This is an optimization exercise on Yosys and OpenROAD, whose aim is small area, not a production implementation. Function was checked by simulation only, so behaviour that the tests miss may differ from the original. The flow treats the clock pin as an ideal source, which a real chip does not have. No activity file was given, so power comes from the tool's default toggle rates.

==> flow/design.v <==
module stream_cfg_queue #(
    parameter int CFGMEM_SIZE = 4,
    parameter int N_AGE       = 8,
    parameter int NBIT_WORD   = 32,
    parameter int LOG2_N_AGE  = $clog2(N_AGE),
    parameter int NBIT_CNT    = $clog2(CFGMEM_SIZE + 1)
) (
    input  logic                                   clk_i,
    input  logic                                   rst_n_i,
    input  logic                                   flush_i,
    input  logic                                   wr_en_i,
    input  logic [LOG2_N_AGE-1:0]                  wr_age_i,
    input  logic [NBIT_WORD-1:0]                   wr_data_i,
    input  logic                                   commit_i,
    input  logic                                   cfg_next_i,
    output logic [CFGMEM_SIZE*N_AGE*NBIT_WORD-1:0] cfgmem_content_o,
    output logic [NBIT_CNT-1:0]                    count_o,
    output logic                                   empty_o,
    output logic                                   full_o,
    output logic                                   err_overflow_o,
    output logic                                   err_underflow_o
);
    localparam int NSLOT = CFGMEM_SIZE + 1;
    logic [NSLOT-1:0][N_AGE-1:0][NBIT_WORD-1:0] slot_n_q, slot_n_d;
    logic [CFGMEM_SIZE-1:0] cnt_q, cnt_d;
    logic                   err_ovf_q, err_unf_q;
    logic                   stale_q;
    logic                   is_empty, is_full;
    logic                   do_push, do_pop;
    logic [NSLOT-1:0]       at_cnt;     
    logic [NSLOT-1:0]       tgt;        
    logic [NSLOT-1:0]       at_cnt_d;   
    assign is_empty = !cnt_q[0];
    assign is_full  = cnt_q[CFGMEM_SIZE-1];
    assign do_pop   = cfg_next_i && !is_empty;
    assign do_push  = commit_i && (!is_full || cfg_next_i);
    always_comb begin
        if (do_push && !do_pop) begin
            cnt_d = {cnt_q[CFGMEM_SIZE-2:0], 1'b1};
        end else if (do_pop && !do_push) begin
            cnt_d = {1'b0, cnt_q[CFGMEM_SIZE-1:1]};
        end else begin
            cnt_d = cnt_q;
        end
        for (int k = 0; k < NSLOT; k++) begin
            at_cnt[k]   = (k == 0 || cnt_q[(k == 0) ? 0 : k - 1]) && (k == CFGMEM_SIZE || !cnt_q[(k == CFGMEM_SIZE) ? 0 : k]);
            at_cnt_d[k] = (k == 0 || cnt_d[(k == 0) ? 0 : k - 1]) && (k == CFGMEM_SIZE || !cnt_d[(k == CFGMEM_SIZE) ? 0 : k]);
        end
        for (int k = 0; k < NSLOT; k++) begin
            tgt[k] = do_pop ? (k < CFGMEM_SIZE && at_cnt[(k < CFGMEM_SIZE) ? k + 1 : 0]) : at_cnt[k];
        end
    end
    logic [NSLOT-1:0][N_AGE-1:0] sel_h_n, sel_s_n, sel_w;
    logic [CFGMEM_SIZE-1:0]      hide;
    stream_cfg_queue_sel #(
        .NSLOT     (NSLOT),
        .N_AGE     (N_AGE),
        .LOG2_N_AGE(LOG2_N_AGE)
    ) u_sel (
        .flush_i   (flush_i),
        .wr_en_i   (wr_en_i),
        .wr_age_i  (wr_age_i),
        .commit_i  (commit_i),
        .do_pop_i  (do_pop),
        .stale_i   (stale_q),
        .tgt_i     (tgt),
        .at_cnt_d_i(at_cnt_d),
        .cnt_i     (cnt_q),
        .hide_o    (hide),
        .sel_h_n_o (sel_h_n),
        .sel_s_n_o (sel_s_n),
        .sel_w_o   (sel_w)
    );
    for (genvar k = 0; k < NSLOT; k++) begin : g_slot
        for (genvar a = 0; a < N_AGE; a++) begin : g_word
            logic [NBIT_WORD-1:0] keep;
            if (k < NSLOT - 1) begin : g_shift
                assign keep = ~(({NBIT_WORD{sel_h_n[k][a]}} | slot_n_q[k][a]) &
                                ({NBIT_WORD{sel_s_n[k][a]}} | slot_n_q[k+1][a]));
            end else begin : g_top
                assign keep = ~({NBIT_WORD{sel_h_n[k][a]}} | slot_n_q[k][a]);
            end
            assign slot_n_d[k][a] = ~(({NBIT_WORD{sel_w[k][a]}} & wr_data_i) | keep);
        end
    end
    always_ff @(posedge clk_i) begin
        slot_n_q <= slot_n_d;
    end
    always_ff @(posedge clk_i or negedge rst_n_i) begin
        if (!rst_n_i) begin
            cnt_q     <= '0;
            err_ovf_q <= 1'b0;
            err_unf_q <= 1'b0;
            stale_q   <= 1'b1;
        end else begin
            cnt_q     <= flush_i ? '0 : cnt_d;
            err_ovf_q <= !flush_i && (err_ovf_q || (commit_i && is_full && !cfg_next_i));
            err_unf_q <= !flush_i && (err_unf_q || (cfg_next_i && is_empty));
            stale_q   <= 1'b0;
        end
    end
    for (genvar k = 0; k < CFGMEM_SIZE; k++) begin : g_out
        assign cfgmem_content_o[k*N_AGE*NBIT_WORD +: N_AGE*NBIT_WORD] =
            ~(slot_n_q[k] | {(N_AGE*NBIT_WORD){hide[k]}});
    end
    always_comb begin
        count_o = '0;
        for (int k = 0; k < CFGMEM_SIZE; k++) begin
            if (cnt_q[k]) begin
                count_o = NBIT_CNT'(k + 1);
            end
        end
    end
    assign empty_o         = is_empty;
    assign full_o          = is_full;
    assign err_overflow_o  = err_ovf_q;
    assign err_underflow_o = err_unf_q;
endmodule
module stream_cfg_queue_sel #(
    parameter int NSLOT      = 5,
    parameter int N_AGE      = 8,
    parameter int LOG2_N_AGE = 3
) (
    input  logic                        flush_i,
    input  logic                        wr_en_i,
    input  logic [LOG2_N_AGE-1:0]       wr_age_i,
    input  logic                        commit_i,
    input  logic                        do_pop_i,
    input  logic                        stale_i,
    input  logic [NSLOT-1:0]            tgt_i,
    input  logic [NSLOT-1:0]            at_cnt_d_i,
    input  logic [NSLOT-2:0]            cnt_i,
    output logic [NSLOT-2:0]            hide_o,
    output logic [NSLOT-1:0][N_AGE-1:0] sel_h_n_o,
    output logic [NSLOT-1:0][N_AGE-1:0] sel_s_n_o,
    output logic [NSLOT-1:0][N_AGE-1:0] sel_w_o
);
    assign hide_o = ~cnt_i;
    for (genvar k = 0; k < NSLOT; k++) begin : g_slot
        logic clr;
        assign clr = flush_i || (commit_i && at_cnt_d_i[k]);
        for (genvar a = 0; a < N_AGE; a++) begin : g_word
            logic w;
            assign w = !clr && wr_en_i && (wr_age_i == LOG2_N_AGE'(a)) && tgt_i[k];
            assign sel_w_o[k][a] = w;
            if (k == 0) begin : g_bottom
                assign sel_h_n_o[k][a] = clr || w || do_pop_i || stale_i;
            end else begin : g_above
                assign sel_h_n_o[k][a] = clr || w || do_pop_i;
            end
            if (k < NSLOT - 1) begin : g_shift
                assign sel_s_n_o[k][a] = clr || w || !do_pop_i;
            end else begin : g_top
                assign sel_s_n_o[k][a] = 1'b1;
            end
        end
    end
endmodule
export LEC_CHECK = 0
export CAP_MARGIN = 20
export CORE_ASPECT_RATIO = 4
export CORE_MARGIN = 2
export CORE_UTILIZATION = 55
export CTS_CLUSTER_DIAMETER = 60
export CTS_CLUSTER_SIZE = 25
export SETUP_SLACK_MARGIN = 0.1
export SLEW_MARGIN = 20
export SYNTH_HIERARCHICAL = 1
create_clock -name core_clock -period 4.0 [get_ports {clk_i}]
standard.sh (not shown) runs the stock make flow with config.mk's settings and CLKGATE_MAP_FILE= SYNTH_SCRIPT=/design/flow/synth_recipe.tcl, a recipe that flattens the netlist after the stock synthesis.
==> flow/flow/run.sh <==
#!/bin/bash
# The standard layout, with two changes in how it is made:
#  - the smallest buffer (buf_1) on every input and output port, instead of the
#    one buffer_ports picks by default;
#  - global placement's repair may not use the largest buffers (nobig.tcl),
#    which it otherwise picks for the long high-fanout nets.
set -uo pipefail
here=$(pwd)
export BUFFER_PORTS_ARGS="-buffer_cell sky130_fd_sc_hd__buf_1"
export PRE_GLOBAL_PLACE_TCL="$here/flow/nobig.tcl"
if ! bash standard.sh > standard.log 2>&1; then
  tail -40 standard.log
  exit 1
fi
==> flow/flow/nobig.tcl <==
set_dont_use {sky130_fd_sc_hd__buf_12 sky130_fd_sc_hd__buf_16 sky130_fd_sc_hd__buf_8 sky130_fd_sc_hd__bufbuf_16 sky130_fd_sc_hd__bufbuf_8}
The first run passed the timing, design-rule and antenna checks.
Rerun with:
==> flow/flow/run.sh (replaced) <==
#!/bin/bash
# The standard layout, with the smallest buffer (buf_1) on every input and output
# port instead of the one buffer_ports picks by default, and power recovery
# (downsizing gates off the critical paths) after global routing.
set -uo pipefail
export BUFFER_PORTS_ARGS="-buffer_cell sky130_fd_sc_hd__buf_1"
export RECOVER_POWER=100
if ! bash standard.sh > standard.log 2>&1; then
  tail -40 standard.log
  exit 1
fi
--- a/flow/config.mk
+++ b/flow/config.mk
@@ -10,6 +10,4 @@
 export CORE_MARGIN = 2
 export CORE_UTILIZATION = 55
-export CTS_CLUSTER_DIAMETER = 60
-export CTS_CLUSTER_SIZE = 25
 export SETUP_SLACK_MARGIN = 0.1
 export SLEW_MARGIN = 20
removed: flow/flow/nobig.tcl
Now the flow completed and failed the layout checks on max-capacitance violations, max-slew violations.
Clock skew came out lower by 0.018 ns.
Maximum frequency came out lower by 2.6%.
Clock power came out higher by 48%.
Cell area came out higher by 3.5%.
Register-to-register slack gets worse by 0.30 ns.
Total power came out higher by 16%.
Die area is unchanged.
Worst setup slack gets worse by 0.10 ns.

---

exp/amber:
Another version of the RTL of stream_cfg_queue (not shown whole).
Size: about 1100 I/O pins, ~49000 sq um of cells after synthesis.
Design stream_cfg_queue, start of the top module:
module stream_cfg_queue #(
    parameter int CFGMEM_SIZE = 4,
    parameter int N_AGE       = 8,
    parameter int NBIT_WORD   = 32,
    parameter int LOG2_N_AGE  = $clog2(N_AGE),
    parameter int NBIT_CNT    = $clog2(CFGMEM_SIZE + 1)
) (
    input  logic                                   clk_i,
    input  logic                                   rst_n_i,
    input  logic                                   flush_i,
    input  logic                                   wr_en_i,
    input  logic [LOG2_N_AGE-1:0]                  wr_age_i,
    input  logic [NBIT_WORD-1:0]                   wr_data_i,
    input  logic                                   commit_i,
    input  logic                                   cfg_next_i,
    output logic [CFGMEM_SIZE*N_AGE*NBIT_WORD-1:0] cfgmem_content_o,
    output logic [NBIT_CNT-1:0]                    count_o,
    output logic                                   empty_o,
    output logic                                   full_o,
    output logic                                   err_overflow_o,
    output logic                                   err_underflow_o
);
clock: 4.0 ns
lec_check: 0
cap_margin: 20
core_margin: 2
core_utilization: 65
cts_cluster_diameter: 60
cts_cluster_size: 25
setup_slack_margin: 0.1
slew_margin: 20
synth_hierarchical: 1
==> flow/flow/run.sh <==
#!/bin/bash
# The standard layout, with three changes in how it is made:
#  - the smallest buffer (buf_1) on every input and output port, instead of the
#    one buffer_ports picks by default;
#  - global placement's repair may not use the largest buffers (nobig.tcl),
#    which it otherwise picks for the long high-fanout nets;
#  - pins may sit one routing track apart (the default is two), so that the
#    1072 ports fit on the edge of a compact die.
set -uo pipefail
here=$(pwd)
export BUFFER_PORTS_ARGS="-buffer_cell sky130_fd_sc_hd__buf_1"
export PRE_GLOBAL_PLACE_TCL="$here/flow/nobig.tcl"
export PLACE_PINS_ARGS="-min_distance 1 -min_distance_in_tracks"
if ! bash standard.sh > standard.log 2>&1; then
  tail -40 standard.log
  exit 1
fi
==> flow/flow/nobig.tcl <==
set_dont_use {sky130_fd_sc_hd__buf_12 sky130_fd_sc_hd__buf_16 sky130_fd_sc_hd__buf_8 sky130_fd_sc_hd__bufbuf_16 sky130_fd_sc_hd__bufbuf_8}
exp/amber has completed all stages; timing, DRC and antenna checks passed.
For exp/sierra, these inputs were changed with respect to exp/amber:
- changing CORE_UTILIZATION from 65 to 58
- setting CORE_ASPECT_RATIO to 4 for the first time
==> flow/flow/run.sh <==
#!/bin/bash
# The standard layout, with two changes in how it is made:
#  - the smallest buffer (buf_1) on every input and output port, instead of the
#    one buffer_ports picks by default;
#  - repair in global placement, CTS and global routing may not use the largest
#    buffers (nobig.tcl), which it otherwise picks for the long high-fanout nets.
set -uo pipefail
here=$(pwd)
export BUFFER_PORTS_ARGS="-buffer_cell sky130_fd_sc_hd__buf_1"
export PRE_GLOBAL_PLACE_TCL="$here/flow/nobig.tcl"
export PRE_CTS_TCL="$here/flow/nobig.tcl"
export PRE_GLOBAL_ROUTE_TCL="$here/flow/nobig.tcl"
if ! bash standard.sh > standard.log 2>&1; then
  tail -40 standard.log
  exit 1
fi
Findings:
Per the comparison of exp/sierra with exp/amber, cell area fell 1.2%; biggest cell delay along the critical path rose 100 ps; total iterations of the first detailed-routing run fell 3; multi-input logic area fell 69 sq um. Comparing total global-route track usage for exp/sierra and exp/amber, the smaller number came from exp/sierra. The library cell contributing the largest single delay on the critical path comes out sky130_fd_sc_hd__a21boi_0 in one run and sky130_fd_sc_hd__a311oi_2 in the other, namely in exp/sierra and exp/amber respectively. Comparing exp/sierra with exp/amber, the final worst slack came out essentially unchanged.
--- input diff exp/sierra..exp/quartz ---
- CORE_UTILIZATION changed from 58 to 55
==> flow/flow/run.sh <==
#!/bin/bash
# The standard layout, with two changes in how it is made:
#  - the smallest buffer (buf_1) on every input and output port, instead of the
#    one buffer_ports picks by default;
#  - global placement's repair may not use the largest buffers (nobig.tcl),
#    which it otherwise picks for the long high-fanout nets.
set -uo pipefail
here=$(pwd)
export BUFFER_PORTS_ARGS="-buffer_cell sky130_fd_sc_hd__buf_1"
export PRE_GLOBAL_PLACE_TCL="$here/flow/nobig.tcl"
if ! bash standard.sh > standard.log 2>&1; then
  tail -40 standard.log
  exit 1
fi
==> comparison <==
- exp/sierra and exp/quartz ended up with nearly the same final critical-path setup slack.
- Min die area across exp/sierra and exp/quartz: exp/sierra
- Between exp/sierra and exp/quartz, the difference in final critical delay including setup and external delays is negligible.
- When the final numbers for exp/sierra and exp/quartz were put side by side, the worst hold margin turned out to be smaller in exp/quartz.

---

## run A
Another version of the RTL of stream_cfg_queue (not shown whole).
Size in the first run: about 5900 cells after synthesis, about 0.050 mm2 of cells after synthesis.
==> flow/config.mk <==
export PLATFORM = sky130hd
export DESIGN_NAME = stream_cfg_queue
export DESIGN_NICKNAME = stream_cfg_queue
export VERILOG_FILES = /design/flow/design.v
export SDC_FILE = /design/flow/constraint.sdc
export NUM_CORES = 4
export LEC_CHECK = 0
export ABC_AREA = 1
export CAP_MARGIN = 20
export CORE_MARGIN = 2
export CORE_UTILIZATION = 60
export CTS_BUF_LIST = sky130_fd_sc_hd__clkbuf_4 sky130_fd_sc_hd__clkbuf_8
export CTS_CLUSTER_DIAMETER = 60
export CTS_CLUSTER_SIZE = 30
export SLEW_MARGIN = 20
export SYNTH_HIERARCHICAL = 1
==> flow/constraint.sdc <==
create_clock -name core_clock -period 4.0 [get_ports {clk_i}]
set_input_delay 0.8000 -clock core_clock [delete_from_list [all_inputs] [get_ports {clk_i}]]
set_output_delay 0.8000 -clock core_clock [all_outputs]
set_load 0.01 [all_outputs]
==> flow/flow/run.sh <==
#!/bin/bash
# The standard layout, with the smallest buffer (buf_1) on every input and output
# port instead of the one buffer_ports picks by default, and power recovery
# (downsizing gates off the critical paths) after global routing.
set -uo pipefail
export BUFFER_PORTS_ARGS="-buffer_cell sky130_fd_sc_hd__buf_1"
export RECOVER_POWER=100
if ! bash standard.sh > standard.log 2>&1; then
  tail -40 standard.log
  exit 1
fi
The flow ended early for run A: it failed with a tool error in 3_2_place_iop.
[inputs] run B vs run A
# run A
export LEC_CHECK = 0
export ABC_AREA = 1
export CAP_MARGIN = 20
export CORE_MARGIN = 2
export CORE_UTILIZATION = 60
export CTS_BUF_LIST = sky130_fd_sc_hd__clkbuf_4 sky130_fd_sc_hd__clkbuf_8
export CTS_CLUSTER_DIAMETER = 60
export CTS_CLUSTER_SIZE = 30
export SLEW_MARGIN = 20
export SYNTH_HIERARCHICAL = 1
create_clock -name core_clock -period 4.0 [get_ports {clk_i}]
# run B
export LEC_CHECK = 0
export ABC_AREA = 1
export CAP_MARGIN = 20
export CORE_MARGIN = 2
export CORE_UTILIZATION = 60
export SLEW_MARGIN = 20
export SYNTH_HIERARCHICAL = 1
create_clock -name core_clock -period 4.0 [get_ports {clk_i}]
--- a/flow/flow/run.sh
+++ b/flow/flow/run.sh
@@ -3,2 +3 @@
-# port instead of the one buffer_ports picks by default, and power recovery
-# (downsizing gates off the critical paths) after global routing.
+# port instead of the one buffer_ports picks by default.
@@ -7 +5,0 @@
-export RECOVER_POWER=100
Notes after the runs:
In the summary table, run B is marked failed, with error PPL-0024 raised in 3_2_place_iop. Run B vs. run A: die boundary height essentially unchanged; initial cell density of the core essentially unchanged. Going from run A to run B, synthesized netlist net count essentially unchanged; area after synthesis now sits at about the same level; number of standard cells after synthesis now sits at about the same level; average size of a mapped cell barely changed. Between run A and run B, the die outline width does not differ in any meaningful way. Between run A and run B, the difference in cell row count is negligible.

-- what the ideal ports hide --
Ports are ideal in the flow. The routed layouts listed here were re-timed in OpenROAD.
Step 1 assumes that a clkbuf_16 drives the clock port and a buf_2 every other input.
Step 2 moves the port delays by t, midway between the first and last clock arrival at a register: inputs arrive t later, outputs are due t later. That takes back most of the time a late clock gives input paths.
Slacks: ideal / step 1 / step 2; pairs: ideal / step 1.
run | t (ns) | setup slack, ns | hold WS [ns]
the first run of note 1 | 0.788 | 0.203 / 0.124 / -0.097 | 0.043 / -0.012 / 0.478
the second run of note 1 | 0.776 | 0.100 / 0.019 / -0.321 | 0.083 / 0.028 / 0.475
exp/amber | 0.718 | 0.255 / 0.255 / -0.254 | 0.042 / 0.093 / 0.477
exp/sierra | 0.760 | 0.256 / 0.256 / -0.346 | 0.477 / 0.477 / 0.477
exp/quartz | 0.774 | 0.259 / 0.170 / -0.258 | 0.016 / 0.029 / 0.479
The setup slack of exp/sierra, which loses most, moves by 0.000 ns with the drivers and by -0.602 ns with both steps.
